From an optimization exercise on the open Yosys and OpenROAD flow, aimed at a short achievable clock period and few clock cycles; shortcuts taken in it are not production practice. Only simulation tests tie the RTL to the original design; equivalence was not proved. Power figures rest on the tool's default switching activity, not on a simulated workload.

`flow/design.v`:
```
package vm_pkg;
  localparam int VM_NUM_THREADS = 64;
  localparam int VM_PC_W        = 16;
  localparam int TID_W          = $clog2(VM_NUM_THREADS);
  localparam logic [VM_PC_W-1:0] INACTIVE = 16'hFFFF;
  localparam logic [VM_PC_W-1:0] KILL_REQ = 16'hFFFE;
  typedef enum logic {
    OP_SETVEC         = 1'b0,
    OP_UPDATE_CHANNEL = 1'b1
  } cmd_op_e;
  typedef enum logic [1:0] {
    CH_RESUME = 2'd0,
    CH_PAUSE  = 2'd1,
    CH_KILL   = 2'd2,
    CH_NONE   = 2'd3
  } chan_type_e;
endpackage
module vm_thread_table
#(
  parameter int NUM_THREADS = vm_pkg::VM_NUM_THREADS,
  parameter int PC_W        = vm_pkg::VM_PC_W
) (
  input  logic                           clk,
  input  logic                           reset,
  input  logic [$clog2(NUM_THREADS)-1:0] main_idx,
  output logic [PC_W-1:0]                pc_rd,
  output logic                           paused_rd,
  output logic [PC_W-1:0]                req_pc_rd,
  output logic                           req_paused_rd,
  input  logic                           pc_we,
  input  logic [PC_W-1:0]                pc_wdata,
  input  logic                           paused_we,
  input  logic                           paused_wdata,
  input  logic                           req_clr,
  input  logic [$clog2(NUM_THREADS)-1:0] cmd_idx,
  input  logic                           req_pc_we,
  input  logic [PC_W-1:0]                req_pc_wdata,
  input  logic                           req_paused_we,
  input  logic                           req_paused_wdata
);
  localparam logic [PC_W-1:0] PC_INACTIVE = PC_W'(vm_pkg::INACTIVE);
  logic [PC_W-1:0]        pc_mem     [NUM_THREADS];
  logic [PC_W-1:0]        req_pc_mem [NUM_THREADS];
  logic [NUM_THREADS-1:0] paused_vec;
  logic [NUM_THREADS-1:0] req_paused_vec;
  assign pc_rd         = pc_mem[main_idx];
  assign paused_rd     = paused_vec[main_idx];
  assign req_pc_rd     = req_pc_mem[main_idx];
  assign req_paused_rd = req_paused_vec[main_idx];
  always_ff @(posedge clk) begin
    if (!reset) begin
      for (int i = 0; i < NUM_THREADS; i++) pc_mem[i] <= (i == 0) ? '0 : PC_INACTIVE;
    end else if (pc_we) begin
      pc_mem[main_idx] <= pc_wdata;
    end
  end
  always_ff @(posedge clk) begin
    if (!reset) paused_vec <= '0;
    else if (paused_we) paused_vec[main_idx] <= paused_wdata;
  end
  always_ff @(posedge clk) begin
    if (!reset) begin
      for (int i = 0; i < NUM_THREADS; i++) req_pc_mem[i] <= PC_INACTIVE;
    end else begin
      if (req_clr)   req_pc_mem[main_idx] <= PC_INACTIVE;
      if (req_pc_we) req_pc_mem[cmd_idx]  <= req_pc_wdata;
    end
  end
  always_ff @(posedge clk) begin
    if (!reset) req_paused_vec <= '0;
    else if (req_paused_we) req_paused_vec[cmd_idx] <= req_paused_wdata;
  end
endmodule
module vm_thread_scheduler
#(
  parameter int NUM_THREADS = vm_pkg::VM_NUM_THREADS,
  parameter int PC_W        = vm_pkg::VM_PC_W
) (
  input  logic                           clk,
  input  logic                           reset,
  input  logic                           frame_start,
  output logic                           frame_done,
  output logic                           busy,
  output logic                           run_valid,
  output logic [$clog2(NUM_THREADS)-1:0] run_thread,
  output logic [PC_W-1:0]                run_pc,
  input  logic                           yield_valid,
  input  logic                           yield_kill,
  input  logic [PC_W-1:0]                yield_pc,
  input  logic                           cmd_valid,
  output logic                           cmd_ready,
  input  logic                           cmd_op,
  input  logic [$clog2(NUM_THREADS)-1:0] cmd_first,
  input  logic [$clog2(NUM_THREADS)-1:0] cmd_last,
  input  logic [PC_W-1:0]                cmd_arg
);
  localparam int TW = $clog2(NUM_THREADS);
  localparam logic [TW-1:0]   LAST_IDX    = TW'(NUM_THREADS - 1);
  localparam logic [PC_W-1:0] PC_INACTIVE = PC_W'(vm_pkg::INACTIVE);
  localparam logic [PC_W-1:0] PC_KILL     = PC_W'(vm_pkg::KILL_REQ);
  localparam logic [2:0] S_IDLE  = 3'd0;
  localparam logic [2:0] S_APPLY = 3'd1;
  localparam logic [2:0] S_SCAN  = 3'd2;
  localparam logic [2:0] S_RUN   = 3'd3;
  localparam logic [2:0] S_DONE  = 3'd4;
  localparam logic [1:0] C_IDLE  = 2'd0;
  localparam logic [1:0] C_RANGE = 2'd1;
  localparam logic [1:0] C_ACK   = 2'd2;
  logic [2:0]      state;
  logic [TW-1:0]   idx;
  logic [1:0]      cstate;
  logic [TW-1:0]   cmd_t;
  logic [TW-1:0]   cmd_end;
  vm_pkg::chan_type_e      cmd_type;
  logic [PC_W-1:0] pc_rd;
  logic            paused_rd;
  logic [PC_W-1:0] req_pc_rd;
  logic            req_paused_rd;
  logic            pc_we;
  logic [PC_W-1:0] pc_wdata;
  logic            req_clr;
  logic [TW-1:0]   cmd_idx;
  logic            req_pc_we;
  logic [PC_W-1:0] req_pc_wdata;
  logic            req_paused_we;
  logic            req_paused_wdata;
  logic            runnable;
  logic            is_setvec;
  assign runnable   = (pc_rd != PC_INACTIVE) && !paused_rd;
  assign is_setvec  = (cmd_op == vm_pkg::OP_SETVEC);
  assign busy       = (state != S_IDLE);
  assign frame_done = (state == S_DONE);
  assign run_valid  = (state == S_RUN);
  assign run_thread = run_valid ? idx : '0;
  assign run_pc     = run_valid ? pc_rd : '0;
  assign cmd_ready  = (cstate == C_ACK);
  always_ff @(posedge clk) begin
    if (!reset) begin
      state <= S_IDLE;
      idx   <= '0;
    end else begin
      case (state)
        S_IDLE: if (frame_start) begin
          state <= S_APPLY;
          idx   <= '0;
        end
        S_APPLY: begin
          idx <= idx + 1'b1;
          if (idx == LAST_IDX) state <= S_SCAN;
        end
        S_SCAN: begin
          if (runnable) begin
            state <= S_RUN;
          end else begin
            idx <= idx + 1'b1;
            if (idx == LAST_IDX) state <= S_DONE;
          end
        end
        S_RUN: if (yield_valid) begin
          idx   <= idx + 1'b1;
          state <= (idx == LAST_IDX) ? S_DONE : S_SCAN;
        end
        S_DONE:  state <= S_IDLE;
        default: state <= S_IDLE;
      endcase
    end
  end
  always_comb begin
    pc_we    = 1'b0;
    pc_wdata = pc_rd;
    req_clr  = 1'b0;
    if (state == S_APPLY && req_pc_rd != PC_INACTIVE) begin
      pc_we    = 1'b1;
      pc_wdata = (req_pc_rd == PC_KILL) ? PC_INACTIVE : req_pc_rd;
      req_clr  = 1'b1;
    end else if (state == S_RUN && yield_valid) begin
      pc_we    = 1'b1;
      pc_wdata = yield_kill ? PC_INACTIVE : yield_pc;
    end
  end
  always_ff @(posedge clk) begin
    if (!reset) begin
      cstate   <= C_IDLE;
      cmd_t    <= '0;
      cmd_end  <= '0;
      cmd_type <= vm_pkg::CH_NONE;
    end else begin
      case (cstate)
        C_IDLE: if (cmd_valid) begin
          if (is_setvec || cmd_first > cmd_last) begin
            cstate <= C_ACK;
          end else begin
            cstate   <= C_RANGE;
            cmd_t    <= cmd_first;
            cmd_end  <= cmd_last;
            cmd_type <= vm_pkg::chan_type_e'(cmd_arg[1:0]);
          end
        end
        C_RANGE: begin
          if (cmd_t == cmd_end) cstate <= C_ACK;
          else cmd_t <= cmd_t + 1'b1;
        end
        C_ACK:   cstate <= C_IDLE;
        default: cstate <= C_IDLE;
      endcase
    end
  end
  always_comb begin
    cmd_idx          = cmd_t;
    req_pc_we        = 1'b0;
    req_pc_wdata     = cmd_arg;
    req_paused_we    = 1'b0;
    req_paused_wdata = (cmd_type == vm_pkg::CH_PAUSE);
    if (cstate == C_IDLE) begin
      cmd_idx   = cmd_first;
      req_pc_we = cmd_valid && is_setvec;
    end else if (cstate == C_RANGE) begin
      req_pc_we     = (cmd_type == vm_pkg::CH_KILL);
      req_pc_wdata  = PC_KILL;
      req_paused_we = (cmd_type == vm_pkg::CH_RESUME) || (cmd_type == vm_pkg::CH_PAUSE);
    end
  end
  vm_thread_table #(
    .NUM_THREADS(NUM_THREADS),
    .PC_W       (PC_W)
  ) u_table (
    .clk             (clk),
    .reset           (reset),
    .main_idx        (idx),
    .pc_rd           (pc_rd),
    .paused_rd       (paused_rd),
    .req_pc_rd       (req_pc_rd),
    .req_paused_rd   (req_paused_rd),
    .pc_we           (pc_we),
    .pc_wdata        (pc_wdata),
    .paused_we       (state == S_APPLY),
    .paused_wdata    (req_paused_rd),
    .req_clr         (req_clr),
    .cmd_idx         (cmd_idx),
    .req_pc_we       (req_pc_we),
    .req_pc_wdata    (req_pc_wdata),
    .req_paused_we   (req_paused_we),
    .req_paused_wdata(req_paused_wdata)
  );
endmodule
```
`flow/run.sh`:
```
#!/bin/bash
# synth_recipe.tcl (not shown) runs the flow's synth.tcl, then flattens the netlist and writes it again
# the make line also repeats each setting of config.mk as NAME=value (left out here)
make -C /OpenROAD-flow-scripts/flow DESIGN_CONFIG=/design/flow/config.mk WORK_HOME=/design/flow/orfs CLKGATE_MAP_FILE= SYNTH_SCRIPT=/design/flow/synth_recipe.tcl finish
```
`flow/config.mk`:
```
export PLATFORM = sky130hd
export DESIGN_NAME = vm_thread_scheduler
export DESIGN_NICKNAME = vm_thread_scheduler
export VERILOG_FILES = /design/flow/design.v
export SDC_FILE = /design/flow/constraint.sdc
export NUM_CORES = 4
export LEC_CHECK = 0
export CAP_MARGIN = 20
export CORE_MARGIN = 2
export CORE_UTILIZATION = 40
export SETUP_SLACK_MARGIN = 0.3
export SLEW_MARGIN = 20
```
`flow/constraint.sdc`:
```
create_clock -name core_clock -period 10.0 [get_ports {clk}]
set_input_delay 2.0000 -clock core_clock [delete_from_list [all_inputs] [get_ports {clk}]]
set_output_delay 2.0000 -clock core_clock [all_outputs]
set_load 0.01 [all_outputs]
```
==> flow_summary.json <==
{
  "clk_latency_ns": 0.93,
  "top_layer": "met5",
  "m1WireLength_um": 132000,
  "drv_slew": 0,
  "max_stage_delay_ns": 0.89,
  "wl_met2_um": 155000,
  "cts_setup_buffers": 0,
  "yosysSeqAreaShare": 0.643,
  "status": "complete, no violations",
  "grt_pass1_vias": 63609,
  "antenna_left": 0,
  "clkTransAtPathRegs_ns": 0.06,
  "ios": 77,
  "cts_resized": 0,
  "crit_fanout": 44,
  "ir_worst_vdd_uv": 156,
  "first_iter_violations": 11146,
  "p_per_area_nw_per_um2": 179,
  "vias": 67259,
  "synth_seq_cells": 2207,
  "start_util": 0.401,
  "synth_cell_types": 98,
  "final_cells": 10897,
  "core_um2": 251000,
  "async_flop_share": 0,
  "max_cap_viol_count": 0,
  "netlist_instances": 7450,
  "crit_chain": "buf_12, buf_4, mux2i_1, a22oi_1, a21oi_1, o32ai_1, o211ai_1, nor2_1, clkdlybuf4s50_1",
  "drive_above_1_share": 0.162,
  "wire_per_inst_um": 32.7,
  "htree_num_levels": 4,
  "routed_wl_um": 356000,
  "io_buffers": 76,
  "synth_ff_type": "edfxtp_1",
  "syn_avg_cell_area_um2": 13.5,
  "drt-pass1-iter-count": 8,
  "grt_usage": 0.273,
  "cts_tree": "done",
  "grt_max_degree": 126,
  "setup_viol": 0,
  "drt-vias-per-instance": 6.17,
  "slowest_stage": "dfxtp_4",
  "dp.cells": 10467,
  "cp.arrival_ns": 5.92,
  "end_kind": "output port",
  "synth_area_um2": 101000,
  "hold_violations": 0,
  "slew_headroom": 0.147,
  "synth_edf_count": 2048,
  "start_kind": "flip-flop",
  "die_y_um": 505,
  "gp_congestion": 1.06,
  "grt.overflow.total": 0,
  "period_needed_ns": 7.92,
  "worstHoldPathType": "reg2reg",
  "cts_sinks": 2207,
  "wl_met3_um": 46100,
  "fin_nets": 7419,
  "holdWs_ns": 0.470,
  "rows": 184,
  "ctsRootBufferMaster": "clkbuf_16",
  "dpl.hpwl_um": 232000,
  "fin_ws_ns": 2.08,
  "rsz0062_at_grt": "no",
  "clock_path_buffers": 3,
  "die_x_um": 505,
  "max_freq_ghz": 0.126,
  "grt_pass1_wl_um": 497000,
  "post-route-period-util": 0.792,
  "cp.required_ns": 8.00,
  "design.die.area_um2": 255000,
  "dp_slack_ns": 2.83,
  "grt_antenna_before_repair": 14,
  "hold_buffers": 0,
  "cts_buffers": 225,
  "drc": 0,
  "synth_nets": 7514,
  "worstSetupPathType": "reg2out",
  "skew_ns": 0.101,
  "tightest_slew_ns": 1.27,
  "timing.setup.tns_ns": 0,
  "p_leak_nw": 28.9,
  "synthToLayoutAreaGrowth_pct": 11.4,
  "ys_warn_count": 2
}
==> cells in the mapped netlist (all sizes together), types with 13 or more instances <==
cell       n  share of area
a21oi     90         0.0047
inv       18        0.00067
a21boi    42         0.0031
mux4     412          0.096
nand2   2239          0.084
o221ai    69         0.0060
or2       16         0.0010
nor3      61         0.0030
a22oi    173          0.013
nand2b    78         0.0049
o22ai     52         0.0034
nor3b     19         0.0014
nor4      23         0.0016
a211oi    64         0.0079
and2      58         0.0036
or3       50         0.0031
nor2b     55         0.0034
edfxtp  2048           0.61
a22o      13         0.0011
mux2i    252          0.026
o21ai    135         0.0067
nor2     239         0.0090
dfxtp    159          0.032
nand4     27         0.0017
nand3     95         0.0047
a221oi    32         0.0028
a31oi     18         0.0011
mux2      37         0.0041
ha        13         0.0016
buf      308          0.023
clkbuf   364          0.017
o221a     33         0.0037
o31ai     15         0.0011
==> where the power goes <==
group          internal, mW  switching (mW)  total, mW
registers              10.2          0.0619       10.3
clock network          4.55            3.70       8.25
logic                 0.322            1.18       1.50
==> registers in the layout, summed over array words and instances (netlist names), named ones only <==
register and flops:
cmd_end 6, cmd_t 6, cmd_type 2, cstate 2, idx 6, state 3, u_table.paused_vec 64, u_table.pc_mem 1024
u_table.req_paused_vec 64, u_table.req_pc_mem 1024
==> final cells by class <==
| class | count | area (um^2) |
|---|---|---|
| fill | 22129 | 139000 |
| sequential | 2207 | 64700 |
| multi-input combinational | 4550 | 32800 |
| clock buffer | 284 | 5870 |
| tap | 3348 | 4190 |
| timing repair buffer | 351 | 3080 |
| clock inverter | 130 | 1240 |
| inverter | 20 | 76.3 |
| antenna | 7 | 17.5 |
==> layout by cell type (no fill, tap or decap), types with 37 or more instances in the layout <==
| cell type | n |
|---|---|
| a21boi_0 | 42 |
| nand3_1 | 91 |
| mux4_2 | 317 |
| a22oi_1 | 173 |
| and2_1 | 55 |
| buf_4 | 240 |
| nand2b_1 | 72 |
| a21oi_1 | 84 |
| nand2_1 | 2234 |
| o21ai_0 | 131 |
| clkinv_1 | 46 |
| clkdlybuf4s50_1 | 75 |
| dfxtp_1 | 152 |
| nor3_1 | 58 |
| mux2i_1 | 244 |
| o221ai_2 | 38 |
| clkinv_2 | 48 |
| nor2_1 | 210 |
| clkbuf_1 | 57 |
| mux2_2 | 37 |
| mux4_1 | 95 |
| nor2b_1 | 50 |
| clkbuf_16 | 225 |
| o22ai_1 | 50 |
| edfxtp_1 | 2048 |
| or3_1 | 49 |
==> routing by layer <==
| layer | track usage | vias to the layer above |
|---|---|---|
| met5 | 0 | - |
| met4 | 0.148 | 8 |
| met3 | 0.0840 | 928 |
| met2 | 0.397 | 4641 |
| met1 | 0.365 | 34232 |
| li1 | - | 27450 |
==> critical path, delay by kind of cell (launching register included) <==
kind	cells	cell delay [ns]
AOI/OAI and AO/OA	4	1.99
buffers and inverters	3	1.58
DFF	1	0.89
muxes	1	0.22
and+or+nand+nor	1	0.19
==> cell families (layout without fill, tap and decap cells) <==
family / after synthesis / after routing / share of synthesized area
simple gates: 3010 / 3010 / 0.125
xor+xnor: 16 / 16 / 0.00139
flops: 2207 / 2207 / 0.643
compound gates: 810 / 810 / 0.0612
fa+ha+maj: 13 / 13 / 0.00162
mux: 701 / 701 / 0.126
other cells: 0 / 7 / 0
buf+inv: 693 / 785 / 0.0415
==> through the flow <==
step	area [um^2]	power (mW)	utilization
final	112000	20.0	0.447
after global routing	112000	20.4	0.447
after floorplan	101000	11.3	-
after global placement	104000	11.9	0.416
after CTS	112000	20.0	0.446
after detailed placement	105000	11.9	0.417
==> path summary, 6_finish.rpt <==
check / from / to / slack [ns] / cells past startpoint
hold reg to reg: u_table.paused_vec[40] / u_table.paused_vec[40] / 0.47 / 2
setup / recovery: flip-flop / run_pc[0] / 2.08 / 9
setup reg to reg: flip-flop / u_table.pc_mem[54][14] / 2.55 / 13
hold / removal: u_table.paused_vec[40] / u_table.paused_vec[40] / 0.47 / 2
Testbench counts, summed over its fixed seeds: cycles 76,429.

## re-timing with driven ports
Ports are ideal in the flow. The routed layout listed here was re-timed in OpenROAD.
Step 1 sets driving cells, clkbuf_16 on the clock port and buf_2 on the other inputs (assumed; they add their load-dependent delay and slew).
Step 2 also shifts input and output timing later by t, the mid clock arrival at the registers, as if the neighbouring blocks saw the same clock.
a / b / c = ideal / step 1 / step 2; a / b = the first two.
t (ns): 0.966
setup WS [ns]: 2.082 / 1.996 / 2.550
clock arrival spread, ns: 0.102 / 0.101
worst slew at a driven data input, ns: 0.23
After both steps this run still meets setup and hold. For this run, drivers alone change the setup slack by -0.086 ns; drivers and shift together by +0.468 ns.
